Context: an optimization exercise on an open-source flow, tuned for small area, a short achievable clock period and few clock cycles per item. The choices shown serve that exercise and are no tape-out recipe.
In this exercise RTL edits were held to simulation tests only and were not proved equivalent to the original.
Power figures rest on the tool's default switching activity, not on a simulated workload.

## design/flow/run.sh

```bash
#!/bin/bash
# synth_recipe.tcl (not shown) runs the flow's synth.tcl, then flattens the netlist and writes it again
# the make line also repeats each setting of config.mk as NAME=value (left out here)
make -C /OpenROAD-flow-scripts/flow DESIGN_CONFIG=/design/flow/config.mk WORK_HOME=/design/flow/orfs CLKGATE_MAP_FILE= SYNTH_SCRIPT=/design/flow/synth_recipe.tcl finish
```

## design/flow/config.mk

```make
export PLATFORM = sky130hd
export DESIGN_NAME = hash_search
export DESIGN_NICKNAME = hash_search
export VERILOG_FILES = /design/flow/design.v
export SDC_FILE = /design/flow/constraint.sdc
export NUM_CORES = 4
export LEC_CHECK = 0
export CAP_MARGIN = 20
export CELL_PAD_IN_SITES_DETAIL_PLACEMENT = 1
export CELL_PAD_IN_SITES_GLOBAL_PLACEMENT = 2
export CORE_MARGIN = 2
export CORE_UTILIZATION = 55
export PLACE_DENSITY = 0.66
export SETUP_SLACK_MARGIN = 5
export SLEW_MARGIN = 20
```

## design/flow/constraint.sdc

```tcl
create_clock -name core_clock -period 10.0 [get_ports {clk}]
set_input_delay 2.0000 -clock core_clock [delete_from_list [all_inputs] [get_ports {clk}]]
set_output_delay 2.0000 -clock core_clock [all_outputs]
set_load 0.01 [all_outputs]
```

## design/flow/design.v

```verilog
`default_nettype none
package hash_search_pkg;
    localparam int pattern_w    = 8;
    localparam int nibble_w     = 4;
    localparam int bucket_count = 16;
    localparam int bucket_slots = 16;
    localparam int fill_w       = 5;     
    localparam int row_w        = nibble_w * bucket_slots;
    localparam int key_w        = 5;     
    localparam int elem_w       = key_w + nibble_w;
    localparam int list_w       = 3 * elem_w;
endpackage
`default_nettype wire
`timescale 1ns/10ps
`default_nettype none
module bucket_index (
    input  logic                                    clk,
    input  logic                                    reset,
    input  logic                                    store_write,
    input  logic [hash_search_pkg::pattern_w-1:0]   write_data,
    input  logic [hash_search_pkg::pattern_w-1:0]   read_key,
    output logic [hash_search_pkg::row_w-1:0]       row_lo,
    output logic [hash_search_pkg::row_w-1:0]       row_hi,
    output logic [hash_search_pkg::fill_w-1:0]      fill_lo,
    output logic [hash_search_pkg::fill_w-1:0]      fill_hi
);
    localparam int nb = hash_search_pkg::bucket_count;
    localparam int rw = hash_search_pkg::row_w;
    localparam int fw = hash_search_pkg::fill_w;
    logic [nb-1:0][rw-1:0] tab_lo;
    logic [nb-1:0][rw-1:0] tab_hi;
    logic [nb-1:0][fw-1:0] cnt_lo;
    logic [nb-1:0][fw-1:0] cnt_hi;
    logic [nb-1:0]         we_lo;
    logic [nb-1:0]         we_hi;
    always_comb
    begin
        for (int b = 0; b < nb; b++)
        begin
            we_lo[b] = store_write && (write_data[3:0] == b) && !cnt_lo[b][fw-1];
            we_hi[b] = store_write && (write_data[7:4] == b) && !cnt_hi[b][fw-1];
        end
    end
    always_ff @(posedge clk)
    begin
        for (int b = 0; b < nb; b++)
        begin
            if (we_lo[b])
            begin
                tab_lo[b] <= {tab_lo[b][rw-5:0], write_data[7:4]};
            end
            if (we_hi[b])
            begin
                tab_hi[b] <= {tab_hi[b][rw-5:0], write_data[3:0]};
            end
        end
    end
    always_ff @(posedge clk)
    begin
        for (int b = 0; b < nb; b++)
        begin
            if (reset || we_lo[b])
            begin
                cnt_lo[b] <= reset ? '0 : cnt_lo[b] + 1'b1;
            end
            if (reset || we_hi[b])
            begin
                cnt_hi[b] <= reset ? '0 : cnt_hi[b] + 1'b1;
            end
        end
    end
    logic [nb-1:0] sel_lo;
    logic [nb-1:0] sel_hi;
    always_comb
    begin
        row_lo  = '0;
        row_hi  = '0;
        fill_lo = '0;
        fill_hi = '0;
        for (int b = 0; b < nb; b++)
        begin
            sel_lo[b] = (read_key[3:0] == b);
            sel_hi[b] = (read_key[7:4] == b);
            row_lo    = row_lo  | ({rw{sel_lo[b]}} & tab_lo[b]);
            row_hi    = row_hi  | ({rw{sel_hi[b]}} & tab_hi[b]);
            fill_lo   = fill_lo | ({fw{sel_lo[b]}} & cnt_lo[b]);
            fill_hi   = fill_hi | ({fw{sel_hi[b]}} & cnt_hi[b]);
        end
    end
endmodule
`default_nettype wire
`timescale 1ns/10ps
`default_nettype none
module distance_rank #(
    parameter bit skip_same = 1'b0     
) (
    input  logic [hash_search_pkg::row_w-1:0]     row,
    input  logic [15:0]                           valid,     
    input  logic                                  extra_valid,
    input  logic [hash_search_pkg::nibble_w-1:0]  extra_diff,
    output logic [hash_search_pkg::list_w-1:0]    best
);
    localparam int kw = hash_search_pkg::key_w;
    localparam int ew = hash_search_pkg::elem_w;
    function automatic logic [ew-1:0] elem(input logic valid, input logic [3:0] x);
        logic [4:0] t;
        t[0] = |x;
        t[1] = (x[0] & x[1]) | (x[0] & x[2]) | (x[0] & x[3]) | (x[1] & x[2]) | (x[1] & x[3]) | (x[2] & x[3]);
        t[2] = (x[0] & x[1] & x[2]) | (x[0] & x[1] & x[3]) | (x[0] & x[2] & x[3]) | (x[1] & x[2] & x[3]);
        t[3] = &x;
        t[4] = 1'b0;
        if (!valid || (skip_same && !t[0]))
        begin
            t = '1;
        end
        elem = {t, x};
    endfunction
    function automatic logic beats(input logic [ew-1:0] b, input logic [ew-1:0] a);
        beats = |(a[ew-1:ew-kw] & ~b[ew-1:ew-kw]);
    endfunction
    logic [ew-1:0] item [17];     
    always_comb
    begin
        for (int k = 0; k < 16; k++)
        begin
            item[k] = elem(valid[15 - k], row[4*(15-k) +: 4]);
        end
        item[16] = elem(extra_valid, extra_diff);
    end
    logic [3:0] ga0_0;
    logic [3:0] ga0_1;
    logic [3:0] ga0_2;
    logic [3:0] ga0_3;
    logic [3:0] ga0_4;
    logic [ew-1:0] grp0_0;
    logic [ew-1:0] grp0_1;
    logic [ew-1:0] grp0_2;
    logic [4:0] ga1_0;
    logic [4:0] ga1_1;
    logic [4:0] ga1_2;
    logic [4:0] ga1_3;
    logic [4:0] ga1_4;
    logic [4:0] ga1_5;
    logic [ew-1:0] grp1_0;
    logic [ew-1:0] grp1_1;
    logic [ew-1:0] grp1_2;
    logic [4:0] ga2_0;
    logic [4:0] ga2_1;
    logic [4:0] ga2_2;
    logic [4:0] ga2_3;
    logic [4:0] ga2_4;
    logic [4:0] ga2_5;
    logic [ew-1:0] grp2_0;
    logic [ew-1:0] grp2_1;
    logic [ew-1:0] grp2_2;
    always_comb
    begin
        ga0_0[0] = beats(item[1], item[0]);
        ga0_0[1] = beats(item[2], item[0]);
        ga0_0[2] = beats(item[3], item[0]);
        ga0_0[3] = beats(item[4], item[0]);
        ga0_1[0] = !beats(item[1], item[0]);
        ga0_1[1] = beats(item[2], item[1]);
        ga0_1[2] = beats(item[3], item[1]);
        ga0_1[3] = beats(item[4], item[1]);
        ga0_2[0] = !beats(item[2], item[0]);
        ga0_2[1] = !beats(item[2], item[1]);
        ga0_2[2] = beats(item[3], item[2]);
        ga0_2[3] = beats(item[4], item[2]);
        ga0_3[0] = !beats(item[3], item[0]);
        ga0_3[1] = !beats(item[3], item[1]);
        ga0_3[2] = !beats(item[3], item[2]);
        ga0_3[3] = beats(item[4], item[3]);
        ga0_4[0] = !beats(item[4], item[0]);
        ga0_4[1] = !beats(item[4], item[1]);
        ga0_4[2] = !beats(item[4], item[2]);
        ga0_4[3] = !beats(item[4], item[3]);
        grp0_0 = ({ew{(!ga0_0[0] & !ga0_0[1] & !ga0_0[2] & !ga0_0[3])}} & item[0])
            | ({ew{(!ga0_1[0] & !ga0_1[1] & !ga0_1[2] & !ga0_1[3])}} & item[1])
            | ({ew{(!ga0_2[0] & !ga0_2[1] & !ga0_2[2] & !ga0_2[3])}} & item[2])
            | ({ew{(!ga0_3[0] & !ga0_3[1] & !ga0_3[2] & !ga0_3[3])}} & item[3])
            | ({ew{(!ga0_4[0] & !ga0_4[1] & !ga0_4[2] & !ga0_4[3])}} & item[4]);
        grp0_1 = ({ew{(ga0_0[0] & !ga0_0[1] & !ga0_0[2] & !ga0_0[3]) | (!ga0_0[0] & ga0_0[1] & !ga0_0[2] & !ga0_0[3]) | (!ga0_0[0] & !ga0_0[1] & ga0_0[2] & !ga0_0[3]) | (!ga0_0[0] & !ga0_0[1] & !ga0_0[2] & ga0_0[3])}} & item[0])
            | ({ew{(ga0_1[0] & !ga0_1[1] & !ga0_1[2] & !ga0_1[3]) | (!ga0_1[0] & ga0_1[1] & !ga0_1[2] & !ga0_1[3]) | (!ga0_1[0] & !ga0_1[1] & ga0_1[2] & !ga0_1[3]) | (!ga0_1[0] & !ga0_1[1] & !ga0_1[2] & ga0_1[3])}} & item[1])
            | ({ew{(ga0_2[0] & !ga0_2[1] & !ga0_2[2] & !ga0_2[3]) | (!ga0_2[0] & ga0_2[1] & !ga0_2[2] & !ga0_2[3]) | (!ga0_2[0] & !ga0_2[1] & ga0_2[2] & !ga0_2[3]) | (!ga0_2[0] & !ga0_2[1] & !ga0_2[2] & ga0_2[3])}} & item[2])
            | ({ew{(ga0_3[0] & !ga0_3[1] & !ga0_3[2] & !ga0_3[3]) | (!ga0_3[0] & ga0_3[1] & !ga0_3[2] & !ga0_3[3]) | (!ga0_3[0] & !ga0_3[1] & ga0_3[2] & !ga0_3[3]) | (!ga0_3[0] & !ga0_3[1] & !ga0_3[2] & ga0_3[3])}} & item[3])
            | ({ew{(ga0_4[0] & !ga0_4[1] & !ga0_4[2] & !ga0_4[3]) | (!ga0_4[0] & ga0_4[1] & !ga0_4[2] & !ga0_4[3]) | (!ga0_4[0] & !ga0_4[1] & ga0_4[2] & !ga0_4[3]) | (!ga0_4[0] & !ga0_4[1] & !ga0_4[2] & ga0_4[3])}} & item[4]);
        grp0_2 = ({ew{(ga0_0[0] & ga0_0[1] & !ga0_0[2] & !ga0_0[3]) | (ga0_0[0] & !ga0_0[1] & ga0_0[2] & !ga0_0[3]) | (ga0_0[0] & !ga0_0[1] & !ga0_0[2] & ga0_0[3]) | (!ga0_0[0] & ga0_0[1] & ga0_0[2] & !ga0_0[3]) | (!ga0_0[0] & ga0_0[1] & !ga0_0[2] & ga0_0[3]) | (!ga0_0[0] & !ga0_0[1] & ga0_0[2] & ga0_0[3])}} & item[0])
            | ({ew{(ga0_1[0] & ga0_1[1] & !ga0_1[2] & !ga0_1[3]) | (ga0_1[0] & !ga0_1[1] & ga0_1[2] & !ga0_1[3]) | (ga0_1[0] & !ga0_1[1] & !ga0_1[2] & ga0_1[3]) | (!ga0_1[0] & ga0_1[1] & ga0_1[2] & !ga0_1[3]) | (!ga0_1[0] & ga0_1[1] & !ga0_1[2] & ga0_1[3]) | (!ga0_1[0] & !ga0_1[1] & ga0_1[2] & ga0_1[3])}} & item[1])
            | ({ew{(ga0_2[0] & ga0_2[1] & !ga0_2[2] & !ga0_2[3]) | (ga0_2[0] & !ga0_2[1] & ga0_2[2] & !ga0_2[3]) | (ga0_2[0] & !ga0_2[1] & !ga0_2[2] & ga0_2[3]) | (!ga0_2[0] & ga0_2[1] & ga0_2[2] & !ga0_2[3]) | (!ga0_2[0] & ga0_2[1] & !ga0_2[2] & ga0_2[3]) | (!ga0_2[0] & !ga0_2[1] & ga0_2[2] & ga0_2[3])}} & item[2])
            | ({ew{(ga0_3[0] & ga0_3[1] & !ga0_3[2] & !ga0_3[3]) | (ga0_3[0] & !ga0_3[1] & ga0_3[2] & !ga0_3[3]) | (ga0_3[0] & !ga0_3[1] & !ga0_3[2] & ga0_3[3]) | (!ga0_3[0] & ga0_3[1] & ga0_3[2] & !ga0_3[3]) | (!ga0_3[0] & ga0_3[1] & !ga0_3[2] & ga0_3[3]) | (!ga0_3[0] & !ga0_3[1] & ga0_3[2] & ga0_3[3])}} & item[3])
            | ({ew{(ga0_4[0] & ga0_4[1] & !ga0_4[2] & !ga0_4[3]) | (ga0_4[0] & !ga0_4[1] & ga0_4[2] & !ga0_4[3]) | (ga0_4[0] & !ga0_4[1] & !ga0_4[2] & ga0_4[3]) | (!ga0_4[0] & ga0_4[1] & ga0_4[2] & !ga0_4[3]) | (!ga0_4[0] & ga0_4[1] & !ga0_4[2] & ga0_4[3]) | (!ga0_4[0] & !ga0_4[1] & ga0_4[2] & ga0_4[3])}} & item[4]);
        ga1_0[0] = beats(item[6], item[5]);
        ga1_0[1] = beats(item[7], item[5]);
        ga1_0[2] = beats(item[8], item[5]);
        ga1_0[3] = beats(item[9], item[5]);
        ga1_0[4] = beats(item[10], item[5]);
        ga1_1[0] = !beats(item[6], item[5]);
        ga1_1[1] = beats(item[7], item[6]);
        ga1_1[2] = beats(item[8], item[6]);
        ga1_1[3] = beats(item[9], item[6]);
        ga1_1[4] = beats(item[10], item[6]);
        ga1_2[0] = !beats(item[7], item[5]);
        ga1_2[1] = !beats(item[7], item[6]);
        ga1_2[2] = beats(item[8], item[7]);
        ga1_2[3] = beats(item[9], item[7]);
        ga1_2[4] = beats(item[10], item[7]);
        ga1_3[0] = !beats(item[8], item[5]);
        ga1_3[1] = !beats(item[8], item[6]);
        ga1_3[2] = !beats(item[8], item[7]);
        ga1_3[3] = beats(item[9], item[8]);
        ga1_3[4] = beats(item[10], item[8]);
        ga1_4[0] = !beats(item[9], item[5]);
        ga1_4[1] = !beats(item[9], item[6]);
        ga1_4[2] = !beats(item[9], item[7]);
        ga1_4[3] = !beats(item[9], item[8]);
        ga1_4[4] = beats(item[10], item[9]);
        ga1_5[0] = !beats(item[10], item[5]);
        ga1_5[1] = !beats(item[10], item[6]);
        ga1_5[2] = !beats(item[10], item[7]);
        ga1_5[3] = !beats(item[10], item[8]);
        ga1_5[4] = !beats(item[10], item[9]);
        grp1_0 = ({ew{(!ga1_0[0] & !ga1_0[1] & !ga1_0[2] & !ga1_0[3] & !ga1_0[4])}} & item[5])
            | ({ew{(!ga1_1[0] & !ga1_1[1] & !ga1_1[2] & !ga1_1[3] & !ga1_1[4])}} & item[6])
            | ({ew{(!ga1_2[0] & !ga1_2[1] & !ga1_2[2] & !ga1_2[3] & !ga1_2[4])}} & item[7])
            | ({ew{(!ga1_3[0] & !ga1_3[1] & !ga1_3[2] & !ga1_3[3] & !ga1_3[4])}} & item[8])
            | ({ew{(!ga1_4[0] & !ga1_4[1] & !ga1_4[2] & !ga1_4[3] & !ga1_4[4])}} & item[9])
            | ({ew{(!ga1_5[0] & !ga1_5[1] & !ga1_5[2] & !ga1_5[3] & !ga1_5[4])}} & item[10]);
        grp1_1 = ({ew{(ga1_0[0] & !ga1_0[1] & !ga1_0[2] & !ga1_0[3] & !ga1_0[4]) | (!ga1_0[0] & ga1_0[1] & !ga1_0[2] & !ga1_0[3] & !ga1_0[4]) | (!ga1_0[0] & !ga1_0[1] & ga1_0[2] & !ga1_0[3] & !ga1_0[4]) | (!ga1_0[0] & !ga1_0[1] & !ga1_0[2] & ga1_0[3] & !ga1_0[4]) | (!ga1_0[0] & !ga1_0[1] & !ga1_0[2] & !ga1_0[3] & ga1_0[4])}} & item[5])
            | ({ew{(ga1_1[0] & !ga1_1[1] & !ga1_1[2] & !ga1_1[3] & !ga1_1[4]) | (!ga1_1[0] & ga1_1[1] & !ga1_1[2] & !ga1_1[3] & !ga1_1[4]) | (!ga1_1[0] & !ga1_1[1] & ga1_1[2] & !ga1_1[3] & !ga1_1[4]) | (!ga1_1[0] & !ga1_1[1] & !ga1_1[2] & ga1_1[3] & !ga1_1[4]) | (!ga1_1[0] & !ga1_1[1] & !ga1_1[2] & !ga1_1[3] & ga1_1[4])}} & item[6])
            | ({ew{(ga1_2[0] & !ga1_2[1] & !ga1_2[2] & !ga1_2[3] & !ga1_2[4]) | (!ga1_2[0] & ga1_2[1] & !ga1_2[2] & !ga1_2[3] & !ga1_2[4]) | (!ga1_2[0] & !ga1_2[1] & ga1_2[2] & !ga1_2[3] & !ga1_2[4]) | (!ga1_2[0] & !ga1_2[1] & !ga1_2[2] & ga1_2[3] & !ga1_2[4]) | (!ga1_2[0] & !ga1_2[1] & !ga1_2[2] & !ga1_2[3] & ga1_2[4])}} & item[7])
            | ({ew{(ga1_3[0] & !ga1_3[1] & !ga1_3[2] & !ga1_3[3] & !ga1_3[4]) | (!ga1_3[0] & ga1_3[1] & !ga1_3[2] & !ga1_3[3] & !ga1_3[4]) | (!ga1_3[0] & !ga1_3[1] & ga1_3[2] & !ga1_3[3] & !ga1_3[4]) | (!ga1_3[0] & !ga1_3[1] & !ga1_3[2] & ga1_3[3] & !ga1_3[4]) | (!ga1_3[0] & !ga1_3[1] & !ga1_3[2] & !ga1_3[3] & ga1_3[4])}} & item[8])
            | ({ew{(ga1_4[0] & !ga1_4[1] & !ga1_4[2] & !ga1_4[3] & !ga1_4[4]) | (!ga1_4[0] & ga1_4[1] & !ga1_4[2] & !ga1_4[3] & !ga1_4[4]) | (!ga1_4[0] & !ga1_4[1] & ga1_4[2] & !ga1_4[3] & !ga1_4[4]) | (!ga1_4[0] & !ga1_4[1] & !ga1_4[2] & ga1_4[3] & !ga1_4[4]) | (!ga1_4[0] & !ga1_4[1] & !ga1_4[2] & !ga1_4[3] & ga1_4[4])}} & item[9])
            | ({ew{(ga1_5[0] & !ga1_5[1] & !ga1_5[2] & !ga1_5[3] & !ga1_5[4]) | (!ga1_5[0] & ga1_5[1] & !ga1_5[2] & !ga1_5[3] & !ga1_5[4]) | (!ga1_5[0] & !ga1_5[1] & ga1_5[2] & !ga1_5[3] & !ga1_5[4]) | (!ga1_5[0] & !ga1_5[1] & !ga1_5[2] & ga1_5[3] & !ga1_5[4]) | (!ga1_5[0] & !ga1_5[1] & !ga1_5[2] & !ga1_5[3] & ga1_5[4])}} & item[10]);
        grp1_2 = ({ew{(ga1_0[0] & ga1_0[1] & !ga1_0[2] & !ga1_0[3] & !ga1_0[4]) | (ga1_0[0] & !ga1_0[1] & ga1_0[2] & !ga1_0[3] & !ga1_0[4]) | (ga1_0[0] & !ga1_0[1] & !ga1_0[2] & ga1_0[3] & !ga1_0[4]) | (ga1_0[0] & !ga1_0[1] & !ga1_0[2] & !ga1_0[3] & ga1_0[4]) | (!ga1_0[0] & ga1_0[1] & ga1_0[2] & !ga1_0[3] & !ga1_0[4]) | (!ga1_0[0] & ga1_0[1] & !ga1_0[2] & ga1_0[3] & !ga1_0[4]) | (!ga1_0[0] & ga1_0[1] & !ga1_0[2] & !ga1_0[3] & ga1_0[4]) | (!ga1_0[0] & !ga1_0[1] & ga1_0[2] & ga1_0[3] & !ga1_0[4]) | (!ga1_0[0] & !ga1_0[1] & ga1_0[2] & !ga1_0[3] & ga1_0[4]) | (!ga1_0[0] & !ga1_0[1] & !ga1_0[2] & ga1_0[3] & ga1_0[4])}} & item[5])
            | ({ew{(ga1_1[0] & ga1_1[1] & !ga1_1[2] & !ga1_1[3] & !ga1_1[4]) | (ga1_1[0] & !ga1_1[1] & ga1_1[2] & !ga1_1[3] & !ga1_1[4]) | (ga1_1[0] & !ga1_1[1] & !ga1_1[2] & ga1_1[3] & !ga1_1[4]) | (ga1_1[0] & !ga1_1[1] & !ga1_1[2] & !ga1_1[3] & ga1_1[4]) | (!ga1_1[0] & ga1_1[1] & ga1_1[2] & !ga1_1[3] & !ga1_1[4]) | (!ga1_1[0] & ga1_1[1] & !ga1_1[2] & ga1_1[3] & !ga1_1[4]) | (!ga1_1[0] & ga1_1[1] & !ga1_1[2] & !ga1_1[3] & ga1_1[4]) | (!ga1_1[0] & !ga1_1[1] & ga1_1[2] & ga1_1[3] & !ga1_1[4]) | (!ga1_1[0] & !ga1_1[1] & ga1_1[2] & !ga1_1[3] & ga1_1[4]) | (!ga1_1[0] & !ga1_1[1] & !ga1_1[2] & ga1_1[3] & ga1_1[4])}} & item[6])
            | ({ew{(ga1_2[0] & ga1_2[1] & !ga1_2[2] & !ga1_2[3] & !ga1_2[4]) | (ga1_2[0] & !ga1_2[1] & ga1_2[2] & !ga1_2[3] & !ga1_2[4]) | (ga1_2[0] & !ga1_2[1] & !ga1_2[2] & ga1_2[3] & !ga1_2[4]) | (ga1_2[0] & !ga1_2[1] & !ga1_2[2] & !ga1_2[3] & ga1_2[4]) | (!ga1_2[0] & ga1_2[1] & ga1_2[2] & !ga1_2[3] & !ga1_2[4]) | (!ga1_2[0] & ga1_2[1] & !ga1_2[2] & ga1_2[3] & !ga1_2[4]) | (!ga1_2[0] & ga1_2[1] & !ga1_2[2] & !ga1_2[3] & ga1_2[4]) | (!ga1_2[0] & !ga1_2[1] & ga1_2[2] & ga1_2[3] & !ga1_2[4]) | (!ga1_2[0] & !ga1_2[1] & ga1_2[2] & !ga1_2[3] & ga1_2[4]) | (!ga1_2[0] & !ga1_2[1] & !ga1_2[2] & ga1_2[3] & ga1_2[4])}} & item[7])
            | ({ew{(ga1_3[0] & ga1_3[1] & !ga1_3[2] & !ga1_3[3] & !ga1_3[4]) | (ga1_3[0] & !ga1_3[1] & ga1_3[2] & !ga1_3[3] & !ga1_3[4]) | (ga1_3[0] & !ga1_3[1] & !ga1_3[2] & ga1_3[3] & !ga1_3[4]) | (ga1_3[0] & !ga1_3[1] & !ga1_3[2] & !ga1_3[3] & ga1_3[4]) | (!ga1_3[0] & ga1_3[1] & ga1_3[2] & !ga1_3[3] & !ga1_3[4]) | (!ga1_3[0] & ga1_3[1] & !ga1_3[2] & ga1_3[3] & !ga1_3[4]) | (!ga1_3[0] & ga1_3[1] & !ga1_3[2] & !ga1_3[3] & ga1_3[4]) | (!ga1_3[0] & !ga1_3[1] & ga1_3[2] & ga1_3[3] & !ga1_3[4]) | (!ga1_3[0] & !ga1_3[1] & ga1_3[2] & !ga1_3[3] & ga1_3[4]) | (!ga1_3[0] & !ga1_3[1] & !ga1_3[2] & ga1_3[3] & ga1_3[4])}} & item[8])
            | ({ew{(ga1_4[0] & ga1_4[1] & !ga1_4[2] & !ga1_4[3] & !ga1_4[4]) | (ga1_4[0] & !ga1_4[1] & ga1_4[2] & !ga1_4[3] & !ga1_4[4]) | (ga1_4[0] & !ga1_4[1] & !ga1_4[2] & ga1_4[3] & !ga1_4[4]) | (ga1_4[0] & !ga1_4[1] & !ga1_4[2] & !ga1_4[3] & ga1_4[4]) | (!ga1_4[0] & ga1_4[1] & ga1_4[2] & !ga1_4[3] & !ga1_4[4]) | (!ga1_4[0] & ga1_4[1] & !ga1_4[2] & ga1_4[3] & !ga1_4[4]) | (!ga1_4[0] & ga1_4[1] & !ga1_4[2] & !ga1_4[3] & ga1_4[4]) | (!ga1_4[0] & !ga1_4[1] & ga1_4[2] & ga1_4[3] & !ga1_4[4]) | (!ga1_4[0] & !ga1_4[1] & ga1_4[2] & !ga1_4[3] & ga1_4[4]) | (!ga1_4[0] & !ga1_4[1] & !ga1_4[2] & ga1_4[3] & ga1_4[4])}} & item[9])
            | ({ew{(ga1_5[0] & ga1_5[1] & !ga1_5[2] & !ga1_5[3] & !ga1_5[4]) | (ga1_5[0] & !ga1_5[1] & ga1_5[2] & !ga1_5[3] & !ga1_5[4]) | (ga1_5[0] & !ga1_5[1] & !ga1_5[2] & ga1_5[3] & !ga1_5[4]) | (ga1_5[0] & !ga1_5[1] & !ga1_5[2] & !ga1_5[3] & ga1_5[4]) | (!ga1_5[0] & ga1_5[1] & ga1_5[2] & !ga1_5[3] & !ga1_5[4]) | (!ga1_5[0] & ga1_5[1] & !ga1_5[2] & ga1_5[3] & !ga1_5[4]) | (!ga1_5[0] & ga1_5[1] & !ga1_5[2] & !ga1_5[3] & ga1_5[4]) | (!ga1_5[0] & !ga1_5[1] & ga1_5[2] & ga1_5[3] & !ga1_5[4]) | (!ga1_5[0] & !ga1_5[1] & ga1_5[2] & !ga1_5[3] & ga1_5[4]) | (!ga1_5[0] & !ga1_5[1] & !ga1_5[2] & ga1_5[3] & ga1_5[4])}} & item[10]);
        ga2_0[0] = beats(item[12], item[11]);
        ga2_0[1] = beats(item[13], item[11]);
        ga2_0[2] = beats(item[14], item[11]);
        ga2_0[3] = beats(item[15], item[11]);
        ga2_0[4] = beats(item[16], item[11]);
        ga2_1[0] = !beats(item[12], item[11]);
        ga2_1[1] = beats(item[13], item[12]);
        ga2_1[2] = beats(item[14], item[12]);
        ga2_1[3] = beats(item[15], item[12]);
        ga2_1[4] = beats(item[16], item[12]);
        ga2_2[0] = !beats(item[13], item[11]);
        ga2_2[1] = !beats(item[13], item[12]);
        ga2_2[2] = beats(item[14], item[13]);
        ga2_2[3] = beats(item[15], item[13]);
        ga2_2[4] = beats(item[16], item[13]);
        ga2_3[0] = !beats(item[14], item[11]);
        ga2_3[1] = !beats(item[14], item[12]);
        ga2_3[2] = !beats(item[14], item[13]);
        ga2_3[3] = beats(item[15], item[14]);
        ga2_3[4] = beats(item[16], item[14]);
        ga2_4[0] = !beats(item[15], item[11]);
        ga2_4[1] = !beats(item[15], item[12]);
        ga2_4[2] = !beats(item[15], item[13]);
        ga2_4[3] = !beats(item[15], item[14]);
        ga2_4[4] = beats(item[16], item[15]);
        ga2_5[0] = !beats(item[16], item[11]);
        ga2_5[1] = !beats(item[16], item[12]);
        ga2_5[2] = !beats(item[16], item[13]);
        ga2_5[3] = !beats(item[16], item[14]);
        ga2_5[4] = !beats(item[16], item[15]);
        grp2_0 = ({ew{(!ga2_0[0] & !ga2_0[1] & !ga2_0[2] & !ga2_0[3] & !ga2_0[4])}} & item[11])
            | ({ew{(!ga2_1[0] & !ga2_1[1] & !ga2_1[2] & !ga2_1[3] & !ga2_1[4])}} & item[12])
            | ({ew{(!ga2_2[0] & !ga2_2[1] & !ga2_2[2] & !ga2_2[3] & !ga2_2[4])}} & item[13])
            | ({ew{(!ga2_3[0] & !ga2_3[1] & !ga2_3[2] & !ga2_3[3] & !ga2_3[4])}} & item[14])
            | ({ew{(!ga2_4[0] & !ga2_4[1] & !ga2_4[2] & !ga2_4[3] & !ga2_4[4])}} & item[15])
            | ({ew{(!ga2_5[0] & !ga2_5[1] & !ga2_5[2] & !ga2_5[3] & !ga2_5[4])}} & item[16]);
        grp2_1 = ({ew{(ga2_0[0] & !ga2_0[1] & !ga2_0[2] & !ga2_0[3] & !ga2_0[4]) | (!ga2_0[0] & ga2_0[1] & !ga2_0[2] & !ga2_0[3] & !ga2_0[4]) | (!ga2_0[0] & !ga2_0[1] & ga2_0[2] & !ga2_0[3] & !ga2_0[4]) | (!ga2_0[0] & !ga2_0[1] & !ga2_0[2] & ga2_0[3] & !ga2_0[4]) | (!ga2_0[0] & !ga2_0[1] & !ga2_0[2] & !ga2_0[3] & ga2_0[4])}} & item[11])
            | ({ew{(ga2_1[0] & !ga2_1[1] & !ga2_1[2] & !ga2_1[3] & !ga2_1[4]) | (!ga2_1[0] & ga2_1[1] & !ga2_1[2] & !ga2_1[3] & !ga2_1[4]) | (!ga2_1[0] & !ga2_1[1] & ga2_1[2] & !ga2_1[3] & !ga2_1[4]) | (!ga2_1[0] & !ga2_1[1] & !ga2_1[2] & ga2_1[3] & !ga2_1[4]) | (!ga2_1[0] & !ga2_1[1] & !ga2_1[2] & !ga2_1[3] & ga2_1[4])}} & item[12])
            | ({ew{(ga2_2[0] & !ga2_2[1] & !ga2_2[2] & !ga2_2[3] & !ga2_2[4]) | (!ga2_2[0] & ga2_2[1] & !ga2_2[2] & !ga2_2[3] & !ga2_2[4]) | (!ga2_2[0] & !ga2_2[1] & ga2_2[2] & !ga2_2[3] & !ga2_2[4]) | (!ga2_2[0] & !ga2_2[1] & !ga2_2[2] & ga2_2[3] & !ga2_2[4]) | (!ga2_2[0] & !ga2_2[1] & !ga2_2[2] & !ga2_2[3] & ga2_2[4])}} & item[13])
            | ({ew{(ga2_3[0] & !ga2_3[1] & !ga2_3[2] & !ga2_3[3] & !ga2_3[4]) | (!ga2_3[0] & ga2_3[1] & !ga2_3[2] & !ga2_3[3] & !ga2_3[4]) | (!ga2_3[0] & !ga2_3[1] & ga2_3[2] & !ga2_3[3] & !ga2_3[4]) | (!ga2_3[0] & !ga2_3[1] & !ga2_3[2] & ga2_3[3] & !ga2_3[4]) | (!ga2_3[0] & !ga2_3[1] & !ga2_3[2] & !ga2_3[3] & ga2_3[4])}} & item[14])
            | ({ew{(ga2_4[0] & !ga2_4[1] & !ga2_4[2] & !ga2_4[3] & !ga2_4[4]) | (!ga2_4[0] & ga2_4[1] & !ga2_4[2] & !ga2_4[3] & !ga2_4[4]) | (!ga2_4[0] & !ga2_4[1] & ga2_4[2] & !ga2_4[3] & !ga2_4[4]) | (!ga2_4[0] & !ga2_4[1] & !ga2_4[2] & ga2_4[3] & !ga2_4[4]) | (!ga2_4[0] & !ga2_4[1] & !ga2_4[2] & !ga2_4[3] & ga2_4[4])}} & item[15])
            | ({ew{(ga2_5[0] & !ga2_5[1] & !ga2_5[2] & !ga2_5[3] & !ga2_5[4]) | (!ga2_5[0] & ga2_5[1] & !ga2_5[2] & !ga2_5[3] & !ga2_5[4]) | (!ga2_5[0] & !ga2_5[1] & ga2_5[2] & !ga2_5[3] & !ga2_5[4]) | (!ga2_5[0] & !ga2_5[1] & !ga2_5[2] & ga2_5[3] & !ga2_5[4]) | (!ga2_5[0] & !ga2_5[1] & !ga2_5[2] & !ga2_5[3] & ga2_5[4])}} & item[16]);
        grp2_2 = ({ew{(ga2_0[0] & ga2_0[1] & !ga2_0[2] & !ga2_0[3] & !ga2_0[4]) | (ga2_0[0] & !ga2_0[1] & ga2_0[2] & !ga2_0[3] & !ga2_0[4]) | (ga2_0[0] & !ga2_0[1] & !ga2_0[2] & ga2_0[3] & !ga2_0[4]) | (ga2_0[0] & !ga2_0[1] & !ga2_0[2] & !ga2_0[3] & ga2_0[4]) | (!ga2_0[0] & ga2_0[1] & ga2_0[2] & !ga2_0[3] & !ga2_0[4]) | (!ga2_0[0] & ga2_0[1] & !ga2_0[2] & ga2_0[3] & !ga2_0[4]) | (!ga2_0[0] & ga2_0[1] & !ga2_0[2] & !ga2_0[3] & ga2_0[4]) | (!ga2_0[0] & !ga2_0[1] & ga2_0[2] & ga2_0[3] & !ga2_0[4]) | (!ga2_0[0] & !ga2_0[1] & ga2_0[2] & !ga2_0[3] & ga2_0[4]) | (!ga2_0[0] & !ga2_0[1] & !ga2_0[2] & ga2_0[3] & ga2_0[4])}} & item[11])
            | ({ew{(ga2_1[0] & ga2_1[1] & !ga2_1[2] & !ga2_1[3] & !ga2_1[4]) | (ga2_1[0] & !ga2_1[1] & ga2_1[2] & !ga2_1[3] & !ga2_1[4]) | (ga2_1[0] & !ga2_1[1] & !ga2_1[2] & ga2_1[3] & !ga2_1[4]) | (ga2_1[0] & !ga2_1[1] & !ga2_1[2] & !ga2_1[3] & ga2_1[4]) | (!ga2_1[0] & ga2_1[1] & ga2_1[2] & !ga2_1[3] & !ga2_1[4]) | (!ga2_1[0] & ga2_1[1] & !ga2_1[2] & ga2_1[3] & !ga2_1[4]) | (!ga2_1[0] & ga2_1[1] & !ga2_1[2] & !ga2_1[3] & ga2_1[4]) | (!ga2_1[0] & !ga2_1[1] & ga2_1[2] & ga2_1[3] & !ga2_1[4]) | (!ga2_1[0] & !ga2_1[1] & ga2_1[2] & !ga2_1[3] & ga2_1[4]) | (!ga2_1[0] & !ga2_1[1] & !ga2_1[2] & ga2_1[3] & ga2_1[4])}} & item[12])
            | ({ew{(ga2_2[0] & ga2_2[1] & !ga2_2[2] & !ga2_2[3] & !ga2_2[4]) | (ga2_2[0] & !ga2_2[1] & ga2_2[2] & !ga2_2[3] & !ga2_2[4]) | (ga2_2[0] & !ga2_2[1] & !ga2_2[2] & ga2_2[3] & !ga2_2[4]) | (ga2_2[0] & !ga2_2[1] & !ga2_2[2] & !ga2_2[3] & ga2_2[4]) | (!ga2_2[0] & ga2_2[1] & ga2_2[2] & !ga2_2[3] & !ga2_2[4]) | (!ga2_2[0] & ga2_2[1] & !ga2_2[2] & ga2_2[3] & !ga2_2[4]) | (!ga2_2[0] & ga2_2[1] & !ga2_2[2] & !ga2_2[3] & ga2_2[4]) | (!ga2_2[0] & !ga2_2[1] & ga2_2[2] & ga2_2[3] & !ga2_2[4]) | (!ga2_2[0] & !ga2_2[1] & ga2_2[2] & !ga2_2[3] & ga2_2[4]) | (!ga2_2[0] & !ga2_2[1] & !ga2_2[2] & ga2_2[3] & ga2_2[4])}} & item[13])
            | ({ew{(ga2_3[0] & ga2_3[1] & !ga2_3[2] & !ga2_3[3] & !ga2_3[4]) | (ga2_3[0] & !ga2_3[1] & ga2_3[2] & !ga2_3[3] & !ga2_3[4]) | (ga2_3[0] & !ga2_3[1] & !ga2_3[2] & ga2_3[3] & !ga2_3[4]) | (ga2_3[0] & !ga2_3[1] & !ga2_3[2] & !ga2_3[3] & ga2_3[4]) | (!ga2_3[0] & ga2_3[1] & ga2_3[2] & !ga2_3[3] & !ga2_3[4]) | (!ga2_3[0] & ga2_3[1] & !ga2_3[2] & ga2_3[3] & !ga2_3[4]) | (!ga2_3[0] & ga2_3[1] & !ga2_3[2] & !ga2_3[3] & ga2_3[4]) | (!ga2_3[0] & !ga2_3[1] & ga2_3[2] & ga2_3[3] & !ga2_3[4]) | (!ga2_3[0] & !ga2_3[1] & ga2_3[2] & !ga2_3[3] & ga2_3[4]) | (!ga2_3[0] & !ga2_3[1] & !ga2_3[2] & ga2_3[3] & ga2_3[4])}} & item[14])
            | ({ew{(ga2_4[0] & ga2_4[1] & !ga2_4[2] & !ga2_4[3] & !ga2_4[4]) | (ga2_4[0] & !ga2_4[1] & ga2_4[2] & !ga2_4[3] & !ga2_4[4]) | (ga2_4[0] & !ga2_4[1] & !ga2_4[2] & ga2_4[3] & !ga2_4[4]) | (ga2_4[0] & !ga2_4[1] & !ga2_4[2] & !ga2_4[3] & ga2_4[4]) | (!ga2_4[0] & ga2_4[1] & ga2_4[2] & !ga2_4[3] & !ga2_4[4]) | (!ga2_4[0] & ga2_4[1] & !ga2_4[2] & ga2_4[3] & !ga2_4[4]) | (!ga2_4[0] & ga2_4[1] & !ga2_4[2] & !ga2_4[3] & ga2_4[4]) | (!ga2_4[0] & !ga2_4[1] & ga2_4[2] & ga2_4[3] & !ga2_4[4]) | (!ga2_4[0] & !ga2_4[1] & ga2_4[2] & !ga2_4[3] & ga2_4[4]) | (!ga2_4[0] & !ga2_4[1] & !ga2_4[2] & ga2_4[3] & ga2_4[4])}} & item[15])
            | ({ew{(ga2_5[0] & ga2_5[1] & !ga2_5[2] & !ga2_5[3] & !ga2_5[4]) | (ga2_5[0] & !ga2_5[1] & ga2_5[2] & !ga2_5[3] & !ga2_5[4]) | (ga2_5[0] & !ga2_5[1] & !ga2_5[2] & ga2_5[3] & !ga2_5[4]) | (ga2_5[0] & !ga2_5[1] & !ga2_5[2] & !ga2_5[3] & ga2_5[4]) | (!ga2_5[0] & ga2_5[1] & ga2_5[2] & !ga2_5[3] & !ga2_5[4]) | (!ga2_5[0] & ga2_5[1] & !ga2_5[2] & ga2_5[3] & !ga2_5[4]) | (!ga2_5[0] & ga2_5[1] & !ga2_5[2] & !ga2_5[3] & ga2_5[4]) | (!ga2_5[0] & !ga2_5[1] & ga2_5[2] & ga2_5[3] & !ga2_5[4]) | (!ga2_5[0] & !ga2_5[1] & ga2_5[2] & !ga2_5[3] & ga2_5[4]) | (!ga2_5[0] & !ga2_5[1] & !ga2_5[2] & ga2_5[3] & ga2_5[4])}} & item[16]);
    end
    logic [2:0] f0_0_1;
    logic [2:0] f0_0_2;
    logic [2:0] f0_1_1;
    logic [2:0] f0_1_2;
    logic [2:0] f0_2_1;
    logic [2:0] f0_2_2;
    logic [2:0] f1_0_0;
    logic [2:0] f1_0_2;
    logic [2:0] f1_1_0;
    logic [2:0] f1_1_2;
    logic [2:0] f1_2_0;
    logic [2:0] f1_2_2;
    logic [2:0] f2_0_0;
    logic [2:0] f2_0_1;
    logic [2:0] f2_1_0;
    logic [2:0] f2_1_1;
    logic [2:0] f2_2_0;
    logic [2:0] f2_2_1;
    logic [ew-1:0] o [3];
    always_comb
    begin
        f0_0_1[0] = beats(grp1_0, grp0_0);
        f0_0_1[1] = beats(grp1_1, grp0_0);
        f0_0_1[2] = beats(grp1_2, grp0_0);
        f0_0_2[0] = beats(grp2_0, grp0_0);
        f0_0_2[1] = beats(grp2_1, grp0_0);
        f0_0_2[2] = beats(grp2_2, grp0_0);
        f0_1_1[0] = beats(grp1_0, grp0_1);
        f0_1_1[1] = beats(grp1_1, grp0_1);
        f0_1_1[2] = beats(grp1_2, grp0_1);
        f0_1_2[0] = beats(grp2_0, grp0_1);
        f0_1_2[1] = beats(grp2_1, grp0_1);
        f0_1_2[2] = beats(grp2_2, grp0_1);
        f0_2_1[0] = beats(grp1_0, grp0_2);
        f0_2_1[1] = beats(grp1_1, grp0_2);
        f0_2_1[2] = beats(grp1_2, grp0_2);
        f0_2_2[0] = beats(grp2_0, grp0_2);
        f0_2_2[1] = beats(grp2_1, grp0_2);
        f0_2_2[2] = beats(grp2_2, grp0_2);
        f1_0_0[0] = !beats(grp1_0, grp0_0);
        f1_0_0[1] = !beats(grp1_0, grp0_1);
        f1_0_0[2] = !beats(grp1_0, grp0_2);
        f1_0_2[0] = beats(grp2_0, grp1_0);
        f1_0_2[1] = beats(grp2_1, grp1_0);
        f1_0_2[2] = beats(grp2_2, grp1_0);
        f1_1_0[0] = !beats(grp1_1, grp0_0);
        f1_1_0[1] = !beats(grp1_1, grp0_1);
        f1_1_0[2] = !beats(grp1_1, grp0_2);
        f1_1_2[0] = beats(grp2_0, grp1_1);
        f1_1_2[1] = beats(grp2_1, grp1_1);
        f1_1_2[2] = beats(grp2_2, grp1_1);
        f1_2_0[0] = !beats(grp1_2, grp0_0);
        f1_2_0[1] = !beats(grp1_2, grp0_1);
        f1_2_0[2] = !beats(grp1_2, grp0_2);
        f1_2_2[0] = beats(grp2_0, grp1_2);
        f1_2_2[1] = beats(grp2_1, grp1_2);
        f1_2_2[2] = beats(grp2_2, grp1_2);
        f2_0_0[0] = !beats(grp2_0, grp0_0);
        f2_0_0[1] = !beats(grp2_0, grp0_1);
        f2_0_0[2] = !beats(grp2_0, grp0_2);
        f2_0_1[0] = !beats(grp2_0, grp1_0);
        f2_0_1[1] = !beats(grp2_0, grp1_1);
        f2_0_1[2] = !beats(grp2_0, grp1_2);
        f2_1_0[0] = !beats(grp2_1, grp0_0);
        f2_1_0[1] = !beats(grp2_1, grp0_1);
        f2_1_0[2] = !beats(grp2_1, grp0_2);
        f2_1_1[0] = !beats(grp2_1, grp1_0);
        f2_1_1[1] = !beats(grp2_1, grp1_1);
        f2_1_1[2] = !beats(grp2_1, grp1_2);
        f2_2_0[0] = !beats(grp2_2, grp0_0);
        f2_2_0[1] = !beats(grp2_2, grp0_1);
        f2_2_0[2] = !beats(grp2_2, grp0_2);
        f2_2_1[0] = !beats(grp2_2, grp1_0);
        f2_2_1[1] = !beats(grp2_2, grp1_1);
        f2_2_1[2] = !beats(grp2_2, grp1_2);
        o[0] = ({ew{(!f0_0_1[0] & !f0_0_2[0])}} & grp0_0)
            | ({ew{(!f1_0_0[0] & !f1_0_2[0])}} & grp1_0)
            | ({ew{(!f2_0_0[0] & !f2_0_1[0])}} & grp2_0);
        o[1] = ({ew{(!f0_0_1[0] & (f0_0_2[0] & !f0_0_2[1])) | ((f0_0_1[0] & !f0_0_1[1]) & !f0_0_2[0])}} & grp0_0)
            | ({ew{(!f0_1_1[0] & !f0_1_2[0])}} & grp0_1)
            | ({ew{(!f1_0_0[0] & (f1_0_2[0] & !f1_0_2[1])) | ((f1_0_0[0] & !f1_0_0[1]) & !f1_0_2[0])}} & grp1_0)
            | ({ew{(!f1_1_0[0] & !f1_1_2[0])}} & grp1_1)
            | ({ew{(!f2_0_0[0] & (f2_0_1[0] & !f2_0_1[1])) | ((f2_0_0[0] & !f2_0_0[1]) & !f2_0_1[0])}} & grp2_0)
            | ({ew{(!f2_1_0[0] & !f2_1_1[0])}} & grp2_1);
        o[2] = ({ew{(!f0_0_1[0] & (f0_0_2[1] & !f0_0_2[2])) | ((f0_0_1[0] & !f0_0_1[1]) & (f0_0_2[0] & !f0_0_2[1])) | ((f0_0_1[1] & !f0_0_1[2]) & !f0_0_2[0])}} & grp0_0)
            | ({ew{(!f0_1_1[0] & (f0_1_2[0] & !f0_1_2[1])) | ((f0_1_1[0] & !f0_1_1[1]) & !f0_1_2[0])}} & grp0_1)
            | ({ew{(!f0_2_1[0] & !f0_2_2[0])}} & grp0_2)
            | ({ew{(!f1_0_0[0] & (f1_0_2[1] & !f1_0_2[2])) | ((f1_0_0[0] & !f1_0_0[1]) & (f1_0_2[0] & !f1_0_2[1])) | ((f1_0_0[1] & !f1_0_0[2]) & !f1_0_2[0])}} & grp1_0)
            | ({ew{(!f1_1_0[0] & (f1_1_2[0] & !f1_1_2[1])) | ((f1_1_0[0] & !f1_1_0[1]) & !f1_1_2[0])}} & grp1_1)
            | ({ew{(!f1_2_0[0] & !f1_2_2[0])}} & grp1_2)
            | ({ew{(!f2_0_0[0] & (f2_0_1[1] & !f2_0_1[2])) | ((f2_0_0[0] & !f2_0_0[1]) & (f2_0_1[0] & !f2_0_1[1])) | ((f2_0_0[1] & !f2_0_0[2]) & !f2_0_1[0])}} & grp2_0)
            | ({ew{(!f2_1_0[0] & (f2_1_1[0] & !f2_1_1[1])) | ((f2_1_0[0] & !f2_1_0[1]) & !f2_1_1[0])}} & grp2_1)
            | ({ew{(!f2_2_0[0] & !f2_2_1[0])}} & grp2_2);
    end
    assign best = {o[2], o[1], o[0]};
endmodule
`default_nettype wire
`timescale 1ns/10ps
`default_nettype none
module hash_search (
    input  logic                                  clk,
    input  logic                                  reset,
    input  logic                                  load_valid,
    input  logic [hash_search_pkg::pattern_w-1:0] load_data,
    input  logic                                  query_start,
    input  logic [hash_search_pkg::pattern_w-1:0] query_data,
    output logic                                  busy,
    output logic                                  done,
    output logic [1:0]                            match_count,
    output logic [hash_search_pkg::pattern_w-1:0] match0,
    output logic [hash_search_pkg::pattern_w-1:0] match1,
    output logic [hash_search_pkg::pattern_w-1:0] match2,
    output logic [3:0]                            dist0,
    output logic [3:0]                            dist1,
    output logic [3:0]                            dist2
);
    localparam int rw = hash_search_pkg::row_w;
    localparam int fw = hash_search_pkg::fill_w;
    localparam int ew = hash_search_pkg::elem_w;
    localparam int lw = hash_search_pkg::list_w;
    localparam int kw = hash_search_pkg::key_w;
    localparam int ow = kw + 8;     
    localparam int xw = ow + 4;     
    logic          busy_q;
    logic          rank_q;      
    logic          done_q;
    logic          store_full;
    logic [7:0]    store_count;
    logic          load_ok;
    logic          query_ok;
    logic          store_write;
    logic [rw-1:0] row_lo, row_hi;
    logic [fw-1:0] fill_lo, fill_hi;
    logic [rw-1:0] row_lo_q, row_hi_q;
    logic [15:0]   valid_lo_q, valid_hi_q;     
    logic [7:0]    key_q;
    logic          extra_lo_q;     
    logic          extra_hi_q;
    logic [7:0]    extra_diff_q;   
    logic [lw-1:0] best_lo, best_hi;
    logic [lw-1:0] res_lo, res_hi;
    logic [7:0]    res_key;
    assign busy        = busy_q;
    assign done        = done_q;
    assign load_ok     = load_valid && !busy_q;
    assign query_ok    = query_start && !busy_q;
    assign store_write = load_ok && !store_full;
    always_ff @(posedge clk)
    begin
        if (reset)
        begin
            busy_q <= 1'b0;
            rank_q <= 1'b0;
            done_q <= 1'b0;
        end
        else
        begin
            busy_q <= query_ok || rank_q;
            rank_q <= query_ok;
            done_q <= rank_q;
        end
    end
    always_ff @(posedge clk)
    begin
        if (reset)
        begin
            store_count <= '0;
            store_full  <= 1'b0;
        end
        else if (store_write)
        begin
            {store_full, store_count} <= {1'b0, store_count} + 1'b1;
        end
    end
    bucket_index u_index (
        .clk         (clk),
        .reset       (reset),
        .store_write (store_write),
        .write_data  (load_data),
        .read_key    (query_data),
        .row_lo      (row_lo),
        .row_hi      (row_hi),
        .fill_lo     (fill_lo),
        .fill_hi     (fill_hi)
    );
    always_ff @(posedge clk)
    begin
        row_lo_q     <= row_lo ^ {16{query_data[7:4]}};
        row_hi_q     <= row_hi ^ {16{query_data[3:0]}};
        for (int k = 0; k < 16; k++)
        begin
            valid_lo_q[k] <= (k < fill_lo);
            valid_hi_q[k] <= (k < fill_hi);
        end
        key_q        <= query_data;
        extra_lo_q   <= store_write && (load_data[3:0] == query_data[3:0]);
        extra_hi_q   <= store_write && (load_data[7:4] == query_data[7:4]);
        extra_diff_q <= load_data ^ query_data;
    end
    distance_rank #(.skip_same(1'b0)) u_rank_lo (
        .row         (row_lo_q),
        .valid       (valid_lo_q),
        .extra_valid (extra_lo_q && !valid_lo_q[15]),
        .extra_diff  (extra_diff_q[7:4]),
        .best        (best_lo)
    );
    distance_rank #(.skip_same(1'b1)) u_rank_hi (
        .row         (row_hi_q),
        .valid       (valid_hi_q),
        .extra_valid (extra_hi_q && !valid_hi_q[15]),
        .extra_diff  (extra_diff_q[3:0]),
        .best        (best_hi)
    );
    always_ff @(posedge clk)
    begin
        if (rank_q)
        begin
            res_lo  <= best_lo;
            res_hi  <= best_hi;
            res_key <= key_q;
        end
    end
    function automatic logic beats(input logic [ow-1:0] b, input logic [ow-1:0] a);
        beats = |(a[ow-1:ow-kw] & ~b[ow-1:ow-kw]);
    endfunction
    logic [ow-1:0] a0, a1, a2, b0, b1, b2;
    logic [xw-1:0] xa0, xa1, xa2, xb0, xb1, xb2, o0, o1, o2;
    logic          c00, c10, c01, c20, c11, c02;
    always_comb
    begin
        a0 = {res_lo[0+4 +: kw], res_lo[0 +: 4] ^ res_key[7:4], res_key[3:0]};
        a1 = {res_lo[9+4 +: kw], res_lo[9 +: 4] ^ res_key[7:4], res_key[3:0]};
        a2 = {res_lo[18+4 +: kw], res_lo[18 +: 4] ^ res_key[7:4], res_key[3:0]};
        b0 = {res_hi[0+4 +: kw], res_key[7:4], res_hi[0 +: 4] ^ res_key[3:0]};
        b1 = {res_hi[9+4 +: kw], res_key[7:4], res_hi[9 +: 4] ^ res_key[3:0]};
        b2 = {res_hi[18+4 +: kw], res_key[7:4], res_hi[18 +: 4] ^ res_key[3:0]};
        c00 = beats(b0, a0);
        c10 = beats(b0, a1);
        c01 = beats(b1, a0);
        c20 = beats(b0, a2);
        c11 = beats(b1, a1);
        c02 = beats(b2, a0);
        xa0 = {key_dist(a0), a0};
        xa1 = {key_dist(a1), a1};
        xa2 = {key_dist(a2), a2};
        xb0 = {key_dist(b0), b0};
        xb1 = {key_dist(b1), b1};
        xb2 = {key_dist(b2), b2};
        o0 = ({xw{c00}} & xb0) | ({xw{!c00}} & xa0);
        o1 = ({xw{c00 & c01}} & xb1) | ({xw{c00 & !c01}} & xa0)
           | ({xw{!c00 & c10}} & xb0) | ({xw{!c00 & !c10}} & xa1);
        o2 = ({xw{c00 & c01 & c02}} & xb2) | ({xw{c00 & c01 & !c02}} & xa0)
           | ({xw{((c00 & !c01) | (!c00 & c10)) & c11}} & xb1)
           | ({xw{((c00 & !c01) | (!c00 & c10)) & !c11}} & xa1)
           | ({xw{!c00 & !c10 & c20}} & xb0) | ({xw{!c00 & !c10 & !c20}} & xa2);
    end
    function automatic logic [3:0] key_dist(input logic [ow-1:0] e);
        key_dist = {1'b0, e[11], e[9] & !e[11], (e[8] & !e[9]) | (e[10] & !e[11])};
    endfunction
    assign match0 = o0[7:0];
    assign match1 = o1[7:0];
    assign match2 = o2[7:0];
    assign dist0  = o0[xw-1:ow];
    assign dist1  = o1[xw-1:ow];
    assign dist2  = o2[xw-1:ow];
    logic ge1, ge2, ge3;
    assign ge1 = !a0[ow-1] | !b0[ow-1];
    assign ge2 = !a1[ow-1] | !b1[ow-1] | (!a0[ow-1] & !b0[ow-1]);
    assign ge3 = !a2[ow-1] | !b2[ow-1] | (!a1[ow-1] & !b0[ow-1]) | (!a0[ow-1] & !b1[ow-1]);
    assign match_count = {ge2, ge3 | (ge1 & !ge2)};
endmodule
`default_nettype wire
```

==> impl_metrics.csv <==
group,metric,value,unit
status,result_of_the_run,"finished clean",
clocking,clkSinkCount,2460,
sta,timing_max_transition_violations_final,0,
sta,report.final.setup_viol,0,
finish,fill_cells,18400,
yosys,warning_count_from_the_yosys_run,8,
detailed_routing,dr.first_iter.drc_count,14100,
worst_setup_path,cpPeakStageDelay,0.45,ns
yosys,synth-main-ff-cell,"sky130_fd_sc_hd__edfxtp_1",
yosys,synth.ff_latch_count,2460,
worst_hold_path,hold_depth,0,
worst_setup_path,critical_path.startpoint_type,"flop",
worst_setup_path,critical_path.top_delay_family,"compound AO/OA/AOI/OAI gates",
place,dp_cells,10500,
worst_hold_path,hold_path_end,"res_key[4]",
sta,unrepaired_setup_endpoints_after_global_routing,"yes",
floorplanning,num_io_pins,60,
floorplanning,chipHeight,452,um
finish,fraction_of_layout_instances_using_a_drive_strength_above_1,22.3,%
place,dp_hpwl,270000,um
clocking,tritoncts,"built",
sta,timing.setup.tns,0,ns
detailed_routing,drt-wirelength-per-cell,38.3,um
detailed_routing,vias_per_cell,7.65,
detailed_routing,drt_drc_violations_left,0,
yosys,synth-edff-count,2270,
yosys,synth_top_area_share,61.7,%
yosys,yosys.cell_count.top_type,"sky130_fd_sc_hd__edfxtp_1",
clocking,cts_max_level,4,
finish,final-instance-count-excl-fill,11400,
sta,final_min_period_over_clock_period,53.6,%
worst_setup_path,slowest_stage,"sky130_fd_sc_hd__edfxtp_1",
floorplanning,row_count,164,
yosys,yosysUniqueCellTypes,125,
yosys,seq_area_frac_synth,65.1,%
clocking,clockBufferDepth,3,
global_routing,grt_max_degree,104,
clocking,cts_hold_buf,0,
worst_setup_path,path_cells,"a222oi_1 > o221ai_2 > o21ai_4 > nor2_4 > or3_4 > nor2_4 > mux2_4 > o22ai_2 > buf_2",
clocking,cts_root_buffer,"sky130_fd_sc_hd__clkbuf_16",
worst_setup_path,reg2reg_from,"row_hi_q[0]",
place,portBuffers,56,
worst_setup_path,reg2regPathDepth,15,
worst_setup_path,reg2reg_setup_slack,4.80,ns
worst_setup_path,worstPathArrival,3.36,ns
floorplanning,start_util,55.4,%
yosys,mappedNetlistArea,111000,um^2
yosys,netlist.top_cell.by_area,"sky130_fd_sc_hd__edfxtp_1",
place,globalplace.congestion,1.00,
floorplanning,design.core.area,200000,um^2
power,power_leakage,42.8,nW
worst_setup_path,crit_end_element,"output port",
finish,area_growth,17.5,%
global_routing,total_track_usage,41.2,%
sta,timing_worst_slew_pin_value,1.18,ns
detailed_routing,total_vias_in_the_final_route,87500,
yosys,synth_async_sr_flop_share,0,%
sta,final_clock_skew,0.0791,ns
power,vdd_ir_max,0.371,mV
worst_setup_path,critPathRequiredTime,8.00,ns
global_routing,first_pass_grt_wire_length,618000,um
sta,timing.fmax,187,MHz
global_routing,grt_pass1_vias,87800,
yosys,synthesized_area_divided_by_synthesized_cell_count,13.5,um^2
sta,final_period_minus_worst_setup_slack,5.36,ns
detailed_routing,detail_route.first_pass.iterations,13,
sta,hold_viol,0,
worst_hold_path,timing.hold.worst.start,"key_q[4]",
worst_setup_path,reg2reg_to,"res_hi[24]",
floorplanning,dieArea,205000,um^2
run,timing.max_cap.violations,0,
worst_setup_path,critical_path_buf_inv_count,1,
sta,slew_headroom,21.3,%
finish,final_util,65.0,%
yosys,area_contributors_post_synth,"sky130_fd_sc_hd__edfxtp_1 62%, sky130_fd_sc_hd__a221oi_1 4.6%, sky130_fd_sc_hd__a22o_1 4.5%",
detailed_routing,wirelength,438000,um
global_routing,grt_antenna_before_repair,26,
floorplanning,dieWidth,452,um
worst_setup_path,maximum_fanout_count_along_the_critical_path,6,
yosys,postSynthCellCount,8204,
worst_hold_path,hold_path.class,"flop to flop",
finish,design.final.nets,8635,
clocking,path_clk_slew,0.06,ns
power,power_density,307,nW/um^2
worst_setup_path,worst_path_most_repeated_cell,"sky130_fd_sc_hd__nor2_4",
detailed_routing,postRouteAntennaNets,0,
clocking,cts_made_buffers,231,
global_routing,grt_remaining_overflow,0,
yosys,synth.top_cells.by_count,"2270 x sky130_fd_sc_hd__edfxtp_1, 578 x sky130_fd_sc_hd__a221oi_1, 572 x sky130_fd_sc_hd__a22o_1",
worst_setup_path,timing.setup.critical_path_class,"flop to output port",
clocking,insertion_delay_of_the_later_clocked_pin_in_the_worst_skew_pair,0.92,ns
==> how the worst max path moves through the flow <==
| stage | depth (start not counted) | startpoint | slack [ns] | endpoint |
|---|---|---|---|---|
| after global routing | 11 | res_hi[7] | 4.56 | match2[2] |
| after detailed placement | 15 | extra_diff_q[2] | 3.26 | res_hi[18] |
| after floorplan | 4 | load_data[1] | 4.00 | u_index.cnt_lo[20] |
| after global placement | 14 | extra_diff_q[2] | 3.38 | res_hi[24] |
| after CTS | 9 | res_lo[16] | 4.72 | match2[4] |
| final | 9 | res_lo[16] | 4.64 | match2[6] |
==> timing repair <==
item                                    4_1_cts  5_1_grt
gates cloned                                  4        6
pin swaps                                   183      169
setup buffers                               304      202
hold endpoints to repair                      0        0
gates resized for setup                     678      376
endpoints found under the setup margin      592      111
==> registers in the layout (all words and copies together) (netlist names), 27 cells and up <==
register / flops
res_lo: 27
row_hi_q: 64
res_hi: 27
u_index.tab_lo: 1024
row_lo_q: 64
u_index.cnt_lo: 80
u_index.tab_hi: 1024
u_index.cnt_hi: 80
==> report_power, final <==
group	switching, W	internal [W]
clock network	0.00404	0.00516
registers	0.000688	0.0117
logic	0.0113	0.00703
total	0.0160	0.0239
==> through the flow <==
step / power (W) / setup slack (ns) / hold WS [ns] / area [um^2]
after floorplan: 0.0208 / 4.00 / 0.386 / 111000
after CTS: 0.0371 / 4.72 / 0.405 / 127000
after global routing: 0.0408 / 4.56 / 0.413 / 130000
after global placement: 0.0254 / 3.38 / 0.386 / 114000
after detailed placement: 0.0256 / 3.26 / 0.391 / 114000
final: 0.0399 / 4.64 / 0.402 / 130000
==> logic make-up (layout without fill, tap and decap cells) <==
logic type | Yosys count | count (layout) | synth area share (%)
xor gates and xnor gates | 388 | 388 | 3.07
muxes | 19 | 19 | 0.183
DFF | 2460 | 2460 | 65.1
other | 2 | 11 | 0.00680
AOI/OAI and AO/OA | 2562 | 2563 | 19.1
buffers and inverters | 685 | 1254 | 2.52
and+or+nand+nor | 2025 | 2031 | 9.38
adders and majority gates | 63 | 63 | 0.653
==> cell type report <==
cell class / count / area [um^2] / area share (%)
well taps: 2656 / 3320 / 2.56
flip-flops and latches: 2460 / 72200 / 55.6
clock buffers: 296 / 6240 / 4.81
diodes: 6 / 15.0 / 0.0116
inverters: 79 / 299 / 0.230
clock inverters: 138 / 1650 / 1.27
multi-input cells: 5069 / 40200 / 30.9
repair buffers: 741 / 5950 / 4.59
==> worst register-to-register path, delay by kind of cell (launching register included) <==
family / cells / cell delay (ns)
simple gates: 5 / 1.30
flops: 1 / 0.52
buf+inv: 1 / 0.20
compound gates: 8 / 2.64
xor+xnor: 1 / 0.24
==> per-layer routing <==
layer	share of wire (%)	routed length (um)	GRT usage, %
met1	37	163000	55.7
met5	0.027	118	0
met2	45	198000	63.4
met4	5.1	22600	19.5
met3	13	55000	9.29
==> cells in the final DEF (no fill, tap or decap), types with 51 or more instances in the layout <==
cell type	synthesis	layout
sky130_fd_sc_hd__nand3_1	217	199
sky130_fd_sc_hd__a211oi_1	70	51
sky130_fd_sc_hd__clkbuf_16	0	234
sky130_fd_sc_hd__a21oi_1	148	131
sky130_fd_sc_hd__o22ai_1	86	62
sky130_fd_sc_hd__nor4_1	91	66
sky130_fd_sc_hd__nand2_1	428	380
sky130_fd_sc_hd__a22oi_1	210	181
sky130_fd_sc_hd__dfxtp_1	190	67
sky130_fd_sc_hd__o211ai_1	64	64
sky130_fd_sc_hd__nor2_1	428	367
sky130_fd_sc_hd__a22o_1	572	569
sky130_fd_sc_hd__nand4_1	246	246
sky130_fd_sc_hd__nor3_1	154	102
sky130_fd_sc_hd__and3_1	66	55
sky130_fd_sc_hd__nor2b_1	75	72
sky130_fd_sc_hd__a221oi_1	578	559
sky130_fd_sc_hd__dfxtp_2	0	94
sky130_fd_sc_hd__a222oi_1	141	141
sky130_fd_sc_hd__xor2_1	224	214
sky130_fd_sc_hd__edfxtp_1	2270	2270
sky130_fd_sc_hd__inv_1	79	73
sky130_fd_sc_hd__o21ai_0	183	161
sky130_fd_sc_hd__xnor2_1	164	136
sky130_fd_sc_hd__buf_4	17	613
Testbench counts, summed over its fixed seeds: cycles 8,795, queries 2,400.

## afterwards: timing with drivers on the ports
The flow's constraints put no driver on any port. The routed layout listed below was extracted and timed again, unchanged, in two steps. Step 1 assumes that a clkbuf_16 drives the clock port and a buf_2 every other input. Step 2 moves the port delays by t, midway between the first and last clock arrival at a register: inputs arrive t later, outputs are due t later. That takes back most of the time a late clock gives input paths. Three values: ideal, step 1, step 2; two values: the first two.
shift t [ns]: 0.988
setup slack, ns: 4.645 / 4.537 / 4.012
hold WS [ns]: 0.402 / 0.402 / 0.402
pins driven straight from the clock port: 1
After both steps this run still meets setup and hold. The setup slack of this run moves by -0.108 ns with the drivers and by -0.633 ns with both steps.
